This design comes from an exercise in tuning for small area and a short achievable clock period on the open sky130 flow, not from production work.
RTL that was checked went through simulation tests only; none was proved equivalent to the original.
Power and IR drop assume default switching activity.

## the reference run
==> module fpalu_top, before the edit <==
module fpalu_top (
	input  logic                 clk,
	input  logic                 rst,
	input  logic                 in_valid,
	input  fpalu_pkg::fpalu_op_t op,
	input  logic                 a_sgn,
	input  fpalu_pkg::exp_t      a_exp,
	input  fpalu_pkg::man_t      a_man,
	input  logic                 b_sgn,
	input  fpalu_pkg::exp_t      b_exp,
	input  fpalu_pkg::man_t      b_man,
	output logic                 out_valid,
	output logic                 y_sgn,
	output fpalu_pkg::exp_t      y_exp,
	output fpalu_pkg::man_t      y_man
);
	logic        a_lt_b, lt, mul;
	logic [5:0]  dab, dba;
	logic        nz_a, nz_b;
	logic [10:0] sb;
	logic [5:0]  one, two, neg;
	exp_lt u_lt (
		.a (a_exp),
		.b (b_exp),
		.lt(a_lt_b)
	);
	always_comb begin
		mul = (op == fpalu_pkg::OP_MUL);
		lt = a_lt_b & ~mul;
		dab = a_exp - b_exp;
		dba = b_exp - a_exp;
		nz_a = (a_exp[4:0] != '0);
		nz_b = (b_exp[4:0] != '0);
		sb = {nz_b, b_man[9:0]};
	end
	booth_enc u_enc (
		.y  (sb),
		.one(one),
		.two(two),
		.neg(neg)
	);
	logic        v1, mul1, sl1, sr1;
	logic [5:0]  el1, d1;
	logic [21:0] ml1, mr1;
	always_ff @(posedge clk) begin
		v1 <= in_valid & ~rst;
		mul1 <= mul;
		sl1 <= lt ? b_sgn : a_sgn;
		sr1 <= lt ? a_sgn : b_sgn;
		d1 <= a_lt_b ? dba : dab;
		el1 <= lt ? b_exp : a_exp;
		if (mul) begin
			ml1 <= {6'({1'b0, a_exp[4:0]} + {1'b0, b_exp[4:0]} + 6'd3), 4'b0, nz_b, nz_a, a_man[9:0]};
			mr1 <= {4'b0, neg, two, one};
		end else begin
			ml1 <= lt ? b_man : a_man;
			mr1 <= lt ? a_man : b_man;
		end
	end
	logic [21:0] rsh;
	logic        lz, sub;
	logic [22:0] prod_s, prod_c;
	logic        pz, nz_r;
	logic [5:0]  pexp;
	operand_align u_align (
		.man(mr1),
		.d  (d1),
		.sh (rsh)
	);
	booth_mul u_mul (
		.m    (ml1[10:0]),
		.one  (mr1[5:0]),
		.two  (mr1[11:6]),
		.neg  (mr1[17:12]),
		.row_s(prod_s),
		.row_c(prod_c)
	);
	always_comb begin
		lz = (ml1 == '0);	 
		sub = sl1 ^ sr1;
		nz_r = ml1[11];
		pz = (ml1[10:0] == '0) || (mr1[11:0] == '0);	 
		pexp = ml1[21:16] + (pz ? 6'd0 : 6'(!ml1[10]) + 6'(!nz_r));
	end
	logic        v2, sg2, byp2, ci2;
	logic [5:0]  e2;
	logic [22:0] x2, y2;
	always_ff @(posedge clk) begin
		v2 <= v1 & ~rst;
		if (mul1) begin
			x2 <= prod_s;
			y2 <= prod_c;
			ci2 <= 1'b0;
			e2 <= pexp;
			sg2 <= sub;
			byp2 <= 1'b0;
		end else begin
			x2 <= {1'b0, ml1 | (mr1 & {22{lz}})};
			y2 <= lz ? '0 : {1'b0, rsh};
			ci2 <= sub & ~lz;	 
			e2 <= lz ? el1 - d1 + 6'd1 : el1 + 6'd1;	 
			sg2 <= lz ? sr1 : sl1;
			byp2 <= lz;
		end
	end
	logic [23:0] sum;
	always_comb sum = {x2, ci2} + {y2 ^ {23{ci2}}, ci2};	 
	logic        v3, sg3, byp3;
	logic [5:0]  e3;
	logic [22:0] w3;
	always_ff @(posedge clk) begin
		v3 <= v2 & ~rst;
		w3 <= sum[23:1];
		e3 <= e2;
		sg3 <= sg2;
		byp3 <= byp2;
	end
	logic [4:0]  n, z;
	logic [21:0] nman;
	lzc23 u_lzc (
		.w(w3),
		.n(n)
	);
	always_comb z = byp3 ? 5'd1 : n;	 
	sum_normalize u_norm (
		.w  (w3),
		.z  (z),
		.man(nman)
	);
	always_ff @(posedge clk) begin
		out_valid <= v3 & ~rst;
		y_sgn <= sg3;
		y_exp <= e3 - 6'(z);
		y_man <= nman;
	end
endmodule
Settings: LEC_CHECK=0, CAP_MARGIN=20, CORE_MARGIN=2, CORE_UTILIZATION=40, PLACE_DENSITY=0.7, SETUP_SLACK_MARGIN=2.7, SLEW_MARGIN=20; clock period 5.5 ns.
standard.sh (not shown) runs the stock make flow with config.mk's settings and CLKGATE_MAP_FILE= SYNTH_SCRIPT=/design/flow/synth_recipe.tcl, a recipe that flattens the netlist after the stock synthesis.
==> flow/flow/run.sh <==
#!/bin/bash
# Standard layout, with the port buffers made from plain buffers instead of
# the delay cells buffer_ports picks by default.
set -euo pipefail
cd "$(dirname "$0")/.."
bash standard.sh synth > synth.log 2>&1
bash standard.sh "BUFFER_PORTS_ARGS=-buffer_cell sky130_fd_sc_hd__buf_1" finish > layout.log 2>&1
The reference run ran to completion and came out clean on the timing, design-rule and antenna checks.
> inputs changed (the reference run -> the trial run)
--- a/flow/design.v
+++ b/flow/design.v
@@ -233,48 +233,50 @@
 	output fpalu_pkg::exp_t      y_exp,
 	output fpalu_pkg::man_t      y_man
 );
-	logic        a_lt_b, lt, mul;
+	logic        a_lt_b, mul;
 	logic [5:0]  dab, dba;
 	logic        nz_a, nz_b;
 	logic [10:0] sb;
 	logic [5:0]  one, two, neg;
+	logic [21:0] mlf, mrf;	 
+	logic [21:0] ml_a, ml_b, mr_a, mr_b;	 
 	exp_lt u_lt (
 		.a (a_exp),
 		.b (b_exp),
 		.lt(a_lt_b)
 	);
+	booth_enc u_enc (
+		.y  (sb),
+		.one(one),
+		.two(two),
+		.neg(neg)
+	);
 	always_comb begin
 		mul = (op == fpalu_pkg::OP_MUL);
-		lt = a_lt_b & ~mul;
 		dab = a_exp - b_exp;
 		dba = b_exp - a_exp;
 		nz_a = (a_exp[4:0] != '0);
 		nz_b = (b_exp[4:0] != '0);
 		sb = {nz_b, b_man[9:0]};
+		mlf = {6'({1'b0, a_exp[4:0]} + {1'b0, b_exp[4:0]} + 6'd3), 4'b0, nz_b, nz_a, a_man[9:0]};
+		mrf = {4'b0, neg, two, one};
+		ml_a = mul ? mlf : a_man;
+		ml_b = mul ? mlf : b_man;
+		mr_a = mul ? mrf : a_man;
+		mr_b = mul ? mrf : b_man;
 	end
-	booth_enc u_enc (
-		.y  (sb),
-		.one(one),
-		.two(two),
-		.neg(neg)
-	);
 	logic        v1, mul1, sl1, sr1;
 	logic [5:0]  el1, d1;
 	logic [21:0] ml1, mr1;
 	always_ff @(posedge clk) begin
 		v1 <= in_valid & ~rst;
 		mul1 <= mul;
-		sl1 <= lt ? b_sgn : a_sgn;
-		sr1 <= lt ? a_sgn : b_sgn;
+		sl1 <= a_lt_b ? b_sgn : a_sgn;
+		sr1 <= a_lt_b ? a_sgn : b_sgn;
 		d1 <= a_lt_b ? dba : dab;
-		el1 <= lt ? b_exp : a_exp;
-		if (mul) begin
-			ml1 <= {6'({1'b0, a_exp[4:0]} + {1'b0, b_exp[4:0]} + 6'd3), 4'b0, nz_b, nz_a, a_man[9:0]};
-			mr1 <= {4'b0, neg, two, one};
-		end else begin
-			ml1 <= lt ? b_man : a_man;
-			mr1 <= lt ? a_man : b_man;
-		end
+		el1 <= a_lt_b ? b_exp : a_exp;
+		ml1 <= a_lt_b ? ml_b : ml_a;
+		mr1 <= a_lt_b ? mr_a : mr_b;
 	end
 	logic [21:0] rsh;
 	logic        lz, sub;
Notes after the runs:
- The wire length of the first global-routing pass number comes out higher for the trial run vs the reference run.
- Between the reference run and the trial run, the difference in sequential standard cell area is negligible.
- The trial run — sequential share of layout area 0.83 points lower, the reference run as reference
- Per the comparison of the trial run with the reference run, actual slew at the worst max-slew pin climbed 54 ps; proportion of layout cells with a drive suffix above 1 climbed 2.9 points.
- Changes observed in the trial run relative to the reference run: DRC violation total after the first TritonRoute iteration went up 124, share of the core filled with cells in the final layout went up 1.0 points, power went up about 5%.
For the trial run, only the layout was checked, not whether the RTL still works.

-- static timing again, ports no longer ideal --
The results above use ideal ports. As a check the final layouts listed here were re-extracted and re-timed, cells and wires unchanged. Step 1: set_driving_cell puts a clkbuf_16 on clk and a buf_2 on each other input, an assumption about the parent block. Step 2, shift: input delay + t, output delay - t, t = (earliest + latest rising clock arrival at the registers) / 2. This alone moves slack from input paths to output paths. Slacks: ideal / step 1 / step 2; pairs: ideal / step 1.
run | t (ns) | setup slack, ns | worst setup path after step 2
the reference run | 0.482 | 2.780 / 2.774 / 2.292 | input to register
the trial run | 0.482 | 2.699 / 2.699 / 2.251 | input to register
After both steps setup and hold are still met in every run listed. The setup slack of the reference run, which loses most, moves by -0.006 ns with the drivers and by -0.488 ns with both steps.
